This is an optimization exercise on Yosys and OpenROAD, whose aim is small area and a short achievable clock period, not a production implementation. The RTL was checked by simulation tests, not by an equivalence proof against the original design. No activity file was given, so power comes from the tool's default toggle rates.

06-28:
Design alu_top, start of the top module:
module alu_top (
    input  logic                       clk,
    input  logic                       reset,
    input  logic                       enable,
    input  logic [2+4-1:0] op,
    input  logic [32-1:0]      opA,
    input  logic [32-1:0]      opB,
    input  logic                       cIn,
    output logic [32-1:0]      result,
    output logic [6-1:0] flags,
    output logic                       outValid
);
clock: 10.5 ns
lec_check: 0
abc_area: 1
cap_margin: 20
core_margin: 2
core_utilization: 40
setup_slack_margin: 4.4
slew_margin: 20
standard.sh (not shown) runs the stock make flow with config.mk's settings and CLKGATE_MAP_FILE= SYNTH_SCRIPT=/design/flow/synth_recipe.tcl, a recipe that flattens the netlist after the stock synthesis.
==> flow/flow/run.sh <==
#!/bin/bash
# The standard layout, with plain buffers (instead of the slow delay-cell
# default) as the input and output port buffers.
set -euo pipefail
export BUFFER_PORTS_ARGS="-buffer_cell sky130_fd_sc_hd__buf_2"
bash standard.sh finish > standard_flow.log 2>&1
For 12-09, these inputs were changed with respect to 06-28:
Settings: SETUP_SLACK_MARGIN changed from 4.4 to 4.
## What came out
- Run comparison: 12-09 launching instance or port of the critical path op[3]; 06-28 launching instance or port of the critical path opA[15]
- Re core utilization: 12-09 is 2.7 points down on 06-28.
- Diff 06-28 -> 12-09: sequential share of layout area +0.54 points, area of the multi-input gates lower, I/O pin total about even, length of routed met2 wiring has decreased.
- Of 12-09 and 06-28, 06-28 shows the higher worst setup slack, with 12-09 below it.
- On setup fix buffers added after clock tree synthesis, the higher figure sits with 06-28, not 12-09.
- Looking at aggregate routed wire length across 12-09 and 06-28, the one that comes out higher is 06-28.

## run A
alu_top, a different RTL version from the one above (not shown whole).
Size in the first run: roughly 1,900 cells after synthesis, about 36 flip-flops, roughly 110 I/O pins, about 10,000 sq um of cells after synthesis.
==> flow/config.mk <==
export PLATFORM = sky130hd
export DESIGN_NAME = alu_top
export DESIGN_NICKNAME = alu_top
export VERILOG_FILES = /design/flow/design.v
export SDC_FILE = /design/flow/constraint.sdc
export NUM_CORES = 4
export LEC_CHECK = 0
export ABC_AREA = 1
export CAP_MARGIN = 20
export CORE_MARGIN = 2
export CORE_UTILIZATION = 40
export SLEW_MARGIN = 20
==> flow/constraint.sdc <==
create_clock -name core_clock -period 10.5 [get_ports {clk}]
set_input_delay 2.1000 -clock core_clock [delete_from_list [all_inputs] [get_ports {clk}]]
set_output_delay 2.1000 -clock core_clock [all_outputs]
set_load 0.01 [all_outputs]
run.sh (not shown) runs the stock make flow with config.mk's settings and CLKGATE_MAP_FILE= SYNTH_SCRIPT=/design/flow/synth_recipe.tcl, a recipe that flattens the netlist after the stock synthesis.
Stock flow here: none of the scripts above is used.
Run A ended with every stage complete and zero timing, DRC or antenna violations.
Input-level comparison between run B and run A:
==> flow/flow/run.sh (new file) <==
#!/bin/bash
# The standard layout, with plain buffers (instead of the slow delay-cell
# default) as the input and output port buffers.
set -euo pipefail
export BUFFER_PORTS_ARGS="-buffer_cell sky130_fd_sc_hd__buf_2"
bash standard.sh finish > standard_flow.log 2>&1
==> flow/standard.sh (new file) <==
#!/bin/bash
# synth_recipe.tcl (not shown) runs the flow's synth.tcl, then flattens the netlist and writes it again
# the make line also repeats each setting of config.mk as NAME=value (left out here)
make -C /OpenROAD-flow-scripts/flow DESIGN_CONFIG=/design/flow/config.mk WORK_HOME=/design/flow/orfs CLKGATE_MAP_FILE= SYNTH_SCRIPT=/design/flow/synth_recipe.tcl "${@:-finish}"
--- a/flow/config.mk
+++ b/flow/config.mk
@@ -10,3 +10,4 @@
 export CORE_MARGIN = 2
 export CORE_UTILIZATION = 40
+export SETUP_SLACK_MARGIN = 5
 export SLEW_MARGIN = 20
removed: flow/run.sh
### Flow results
Against run A, run B comes in 0.083 lower on routability congestion estimate from global placement. In the reports for run B and run A, the larger static leakage power belongs to run B. In the reports for run B and run A, the larger global-route wire length before repair belongs to run B. Max core utilization across run B and run A: run B. Delta (run B minus run A): net count reported at finish higher, final period utilization lower, global-route usage higher. The maximum clock frequency of run B is higher than that of run A. Taking run A as the reference, in run B estimated wirelength of the detail-placed design now sits at about the same level; buffer count excluding the clock tree in the final layout increased about 60%; final worst setup slack went up.
## Diff of input files: run C against run B
--- a/flow/config.mk
+++ b/flow/config.mk
@@ -10,4 +10,4 @@
 export CORE_MARGIN = 2
 export CORE_UTILIZATION = 40
-export SETUP_SLACK_MARGIN = 5
+export SETUP_SLACK_MARGIN = 3
 export SLEW_MARGIN = 20
### Flow results
Looking at final core area utilization across run B and run C, the one that comes out lower is run C. Relative to run B, run C degrades maximum clock rate. Changes observed in run C relative to run B: biggest cell delay along the critical path increased by 20 ps relative to the old numbers; relative contribution of combinational cells to total power dropped 2.2 points; power shrank by 20%; final worst hold slack held steady. From run C to run B, flip-flop and latch area did not move at all. Looking at routed metal-1 wirelength, run C sits 6.6% below run B. Run B → run C: cell area after layout moved down, number of filler instances in the final layout moved up.
Here is what was changed in the inputs of run D compared with run C.
--- a/flow/config.mk
+++ b/flow/config.mk
@@ -10,4 +10,4 @@
 export CORE_MARGIN = 2
 export CORE_UTILIZATION = 40
-export SETUP_SLACK_MARGIN = 3
+export SETUP_SLACK_MARGIN = 4
 export SLEW_MARGIN = 20
==> notes.md <==
From run C to run D the numbers moved as follows: wire length of the first global-routing pass +3.7%; count of input and output buffers neither gained nor lost much.
Run C has higher critical path depth than run D.
Power of the clock network (lower): run C
Re met2 demand-to-capacity share in global routing: run D and run C aren't equal, and the higher value belongs to run D.
Run D vs. run C: final wirelength +4.0%; post-route cell area +6.8%; total of cells resized after clock tree synthesis +51.

Another version of the RTL of alu_top (not shown whole).
Size in the first run: roughly 1900 cells after synthesis, ~36 flip-flops, ~110 I/O pins.
// alu_top
module alu_top (
    input  logic                       clk,
    input  logic                       reset,
    input  logic                       enable,
    input  logic [2+4-1:0] op,
    input  logic [32-1:0]      opA,
    input  logic [32-1:0]      opB,
    input  logic                       cIn,
    output logic [32-1:0]      result,
    output logic [6-1:0] flags,
    output logic                       outValid
);
    logic [1:0] unit;
    logic [3:0] fn;
    assign unit = op[5:4];
    assign fn   = op[3:0];
    logic isArith, isLogic, isBits;
    assign isArith = (unit == 2'b01) && (fn < 4'd12);
    assign isLogic = (unit == 2'b10) && (fn < 4'd10);
    assign isBits  = (unit == 2'b11) && (fn < 4'd10);
    logic        useB, invY, invX, addC, selP, selG;
    logic [31:0] x, y, p, g, sum;
    logic        cout;
    assign useB = unit[1] ? ~(fn[3] & fn[0]) : (fn[3] | ~(fn[2] ^ fn[1]));
    assign invY = unit[1] ? (fn[3] | fn[2] | (fn[1] & fn[0]))
                          : (fn[3] | (fn[2] & fn[1]) | (~fn[2] & fn[0]));
    assign invX = unit[1] ? (~fn[3] & (fn[2] ? (~fn[1] & ~fn[0]) : (fn[1] & fn[0])))
                          : (~fn[3] & fn[2] & ~fn[1]);
    assign addC = fn[3] | fn[2] | (fn[1] ? ~fn[0] : (cIn ^ fn[0]));
    assign selP = isLogic & (fn != 4'd0) & (fn != 4'd4) & (fn != 4'd6);
    assign selG = isLogic & ((fn == 4'd0) | (fn == 4'd1) | (fn == 4'd3) | (fn == 4'd4)
                           | (fn == 4'd6) | (fn == 4'd7));
    assign x = opA ^ {32{invX}};
    assign y = (opB & {32{useB}}) ^ {32{invY}};
    assign p = x ^ y;
    assign g = x & y;
    logic [31:0] G, P;
    always_comb begin
        G = g;
        P = p;
        G[0] = g[0] | (p[0] & addC);
        for (int l = 0; l < 5; l++) begin
            for (int i = 0; i < 32; i++) begin
                if ((i % (2 << l)) == (2 << l) - 1) begin
                    G[i] = G[i] | (P[i] & G[i - (1 << l)]);
                    P[i] = P[i] & P[i - (1 << l)];
                end
            end
        end
        for (int l = 3; l >= 0; l--) begin
  ...
export LEC_CHECK = 0
export ABC_AREA = 1
export CAP_MARGIN = 20
export CORE_MARGIN = 2
export CORE_UTILIZATION = 40
export SETUP_SLACK_MARGIN = 4.2
export SLEW_MARGIN = 20
create_clock -name core_clock -period 10.5 [get_ports {clk}]
standard.sh (not shown) runs the stock make flow with config.mk's settings and CLKGATE_MAP_FILE= SYNTH_SCRIPT=/design/flow/synth_recipe.tcl, a recipe that flattens the netlist after the stock synthesis.
==> flow/flow/run.sh <==
#!/bin/bash
# The standard layout, with two changes: no full/half adder cells
# (ADDER_MAP_FILE left empty, so ABC maps the adder logic itself), and plain
# buffers (instead of the slow delay-cell default) buffer the ports.
set -euo pipefail
export BUFFER_PORTS_ARGS="-buffer_cell sky130_fd_sc_hd__buf_2"
bash standard.sh ADDER_MAP_FILE= finish > standard_flow.log 2>&1
Rerun with:
CORE_UTILIZATION = 50   (was 40)
SETUP_SLACK_MARGIN = 4.5   (was 4.2)
After rerunning: The changed run finished clean. Via count rose by about 1.3%. Sequential power barely changes. Combinational power increases by about 2.6%. Sequential share of layout area hardly moves. Worst setup slack gains 210 ps. Design area grows by 0.88%. Routed wire length drops by 1.1%. Critical path depth came out lower by 5. Area after synthesis stays the same.

alu_top, a different RTL version from the one above (not shown whole).
Size: ~2000 cells after synthesis, about 110 I/O pins.
Settings: LEC_CHECK=0, ABC_AREA=1, CAP_MARGIN=20, CORE_MARGIN=2, CORE_UTILIZATION=50, SETUP_SLACK_MARGIN=3.8, SLEW_MARGIN=20; clock period 10.5 ns.
Scripts as last shown in full above: flow/flow/run.sh
The first run finished with timing, DRC and antenna clean.
Edit:
--- a/flow/config.mk
+++ b/flow/config.mk
@@ -11,2 +11,2 @@
-export CORE_UTILIZATION = 50
-export SETUP_SLACK_MARGIN = 3.8
+export CORE_UTILIZATION = 40
+export SETUP_SLACK_MARGIN = 3.3
Outcome:
- clock-buffer cell count is unchanged
- via count decreases by 1.6%
- synthesized area stays the same
- global-route usage decreases by 5.2 points
- die area increases by 24%
- cell area decreases by 3.4%
- setup slack loses 280 ps
- worst hold slack loses 16 ps
- fmax decreases by 4.1%
- clock power decreases by about 7%

Another version of the RTL of alu_top (not shown whole).
Size: roughly 1800 cells after synthesis, roughly 36 flip-flops, roughly 110 I/O pins, ~9700 um^2 of cells after synthesis.
// alu_top
module alu_top (
    input  logic                       clk,
    input  logic                       reset,
    input  logic                       enable,
    input  logic [2+4-1:0] op,
    input  logic [32-1:0]      opA,
    input  logic [32-1:0]      opB,
    input  logic                       cIn,
    output logic [32-1:0]      result,
    output logic [6-1:0] flags,
    output logic                       outValid
);
==> flow/config.mk <==
export PLATFORM = sky130hd
export DESIGN_NAME = alu_top
export DESIGN_NICKNAME = alu_top
export VERILOG_FILES = /design/flow/design.v
export SDC_FILE = /design/flow/constraint.sdc
export NUM_CORES = 4
export LEC_CHECK = 0
export ABC_AREA = 1
export CAP_MARGIN = 20
export CORE_MARGIN = 2
export CORE_UTILIZATION = 55
export SETUP_SLACK_MARGIN = 4.5
export SLEW_MARGIN = 20
==> flow/constraint.sdc <==
create_clock -name core_clock -period 10.5 [get_ports {clk}]
set_input_delay 2.1000 -clock core_clock [delete_from_list [all_inputs] [get_ports {clk}]]
set_output_delay 2.1000 -clock core_clock [all_outputs]
set_load 0.01 [all_outputs]
Scripts as last shown in full above: flow/flow/run.sh
Rerun with:
--- a/flow/config.mk
+++ b/flow/config.mk
@@ -11 +11,2 @@
-export CORE_UTILIZATION = 55
+export CORE_UTILIZATION = 40
+export GPL_TIMING_DRIVEN = 0
After rerunning:
- power goes up by a few percent
- setup slack degrades by 37 ps
- sequential share of layout area came out lower by 0.29 points
- global-route usage came out lower by 7.8 points
- die area rises by well over a third
Rerun with:
--- a/flow/config.mk
+++ b/flow/config.mk
@@ -12 +11,0 @@
-export GPL_TIMING_DRIVEN = 0
Effect: Core utilization fell by 1.1 points. Worst hold slack loses 9.1 ps. Final cell count fell by 3.0%. Setup slack gains 140 ps. First-iteration DRC count rose by 20%. Fmax rose by 2.5%. Sequential power rose by about 2%. Total power fell by 1.5%. Design area fell by 2.3%. Sequential share of layout area rose by 0.23 points. Combinational power fell by 5.0%.
Rerun with:
--- a/flow/config.mk
+++ b/flow/config.mk
@@ -13,0 +14 @@
+export TNS_END_PERCENT = 50
Sequential power barely changes.
Synthesized area is unchanged.
Design area does not change.
Via count stays the same.
Combinational power barely changes.
Global-route usage is unchanged.
Final cell count is unchanged.
Worst hold slack is unchanged.
Synthesized cell count is unchanged.
Power is unchanged.
Rerun with:
==> flow/flow/run.sh (replaced) <==
#!/bin/bash
# The standard layout, with three changes: no full/half adder cells
# (ADDER_MAP_FILE left empty, so ABC maps the adder logic itself), plain
# buffers (instead of the slow delay-cell default) buffer the ports, and after
# timing repair the resizer downsizes gates on paths with the most slack.
set -euo pipefail
export BUFFER_PORTS_ARGS="-buffer_cell sky130_fd_sc_hd__buf_2"
export RECOVER_POWER=50
bash standard.sh ADDER_MAP_FILE= finish > standard_flow.log 2>&1
--- a/flow/config.mk
+++ b/flow/config.mk
@@ -14 +13,0 @@
-export TNS_END_PERCENT = 50
What happened:
- The changed run ran to the end with violations: max-capacitance violations, max-slew violations
- synthesized area does not change
- wire length stays flat
- global-route usage stays the same
Rerun with:
==> flow/flow/run.sh (replaced) <==
#!/bin/bash
# The standard layout, with two changes: no full/half adder cells
# (ADDER_MAP_FILE left empty, so ABC maps the adder logic itself), and plain
# buffers (instead of the slow delay-cell default) buffer the ports.
set -euo pipefail
export BUFFER_PORTS_ARGS="-buffer_cell sky130_fd_sc_hd__buf_2"
bash standard.sh ADDER_MAP_FILE= finish > standard_flow.log 2>&1
--- a/flow/config.mk
+++ b/flow/config.mk
@@ -12 +12 @@
-export SETUP_SLACK_MARGIN = 4.5
+export SETUP_SLACK_MARGIN = 4.7
After rerunning:
- The new run finished clean
- combinational power grows by 3.9%
- sequential share of layout area shrinks by 0.39 points
- cell count grows by 0.77%

-- afterwards: timing with drivers on the ports --
The results above use ideal ports. As a check the final layouts listed here were re-extracted and re-timed, cells and wires unchanged. Step 1 (the two cells are an assumption about what drives the block):
set clk [get_ports {clk}]
set_driving_cell -lib_cell sky130_fd_sc_hd__clkbuf_16 $clk
set_driving_cell -lib_cell sky130_fd_sc_hd__buf_2 [delete_from_list [all_inputs] $clk]
Step 2 also shifts input and output timing later by t, the mid clock arrival at the registers, as if the neighbouring blocks saw the same clock. Three values: ideal ports, drivers, drivers and shift; two values: the first two.
run | t (ns) | setup slack, ns | worst hold slack (ns) | clock arrival spread, ns | worst data-port slew with drivers (ns)
06-28 | 0.335 | 4.301 / 4.275 / 3.941 | 2.017 / 1.996 / 2.330 | 0.012 / 0.013 | 0.07
12-09 | 0.334 | 4.141 / 4.166 / 3.833 | 2.022 / 1.998 / 2.331 | 0.013 / 0.013 | 0.05
run A | 0.326 | 1.850 / 1.870 / 1.545 | 0.469 / 0.469 / 0.469 | 0.010 / 0.009 | 0.04
run B | 0.323 | 4.145 / 4.120 / 3.797 | 0.463 / 0.463 / 0.463 | 0.009 / 0.009 | 0.18
run C | 0.311 | 3.322 / 3.327 / 3.016 | 0.460 / 0.460 / 0.460 | 0.008 / 0.007 | 0.04
run D | 0.325 | 4.071 / 4.048 / 3.723 | 0.478 / 0.478 / 0.478 | 0.017 / 0.016 | 0.07
the first run of note 3 | 0.328 | 4.426 / 4.445 / 4.117 | 2.032 / 2.017 / 2.345 | 0.013 / 0.013 | 0.05
the second run of note 3 | 0.333 | 4.635 / 4.655 / 4.323 | 2.029 / 2.012 / 2.345 | 0.011 / 0.011 | 0.04
the first run of note 4 | 0.336 | 3.947 / 3.971 / 3.636 | 2.030 / 2.005 / 2.340 | 0.009 / 0.009 | 0.04
the second run of note 4 | 0.337 | 3.669 / 3.692 / 3.355 | 2.014 / 1.994 / 2.331 | 0.010 / 0.010 | 0.04
the first run of note 5 | 0.325 | 4.649 / 4.668 / 4.343 | 2.035 / 2.020 / 2.345 | 0.008 / 0.008 | 0.08
the second run of note 5 | 0.320 | 4.613 / 4.625 / 4.305 | 2.045 / 2.030 / 2.350 | 0.002 / 0.002 | 0.05
the third run of note 5 | 0.333 | 4.754 / 4.773 / 4.440 | 2.036 / 2.017 / 2.350 | 0.015 / 0.016 | 0.05
the fourth run of note 5 | 0.333 | 4.754 / 4.773 / 4.440 | 2.036 / 2.017 / 2.350 | 0.015 / 0.016 | 0.05
the fifth run of note 5 | 0.335 | 4.761 / 4.777 / 4.442 | 2.035 / 2.016 / 2.351 | 0.018 / 0.017 | 0.04
the sixth run of note 5 | 0.335 | 4.880 / 4.895 / 4.560 | 2.038 / 2.019 / 2.354 | 0.018 / 0.018 | 0.04
For 06-28, which loses most, drivers alone change the setup slack by -0.026 ns; drivers and shift together by -0.360 ns.
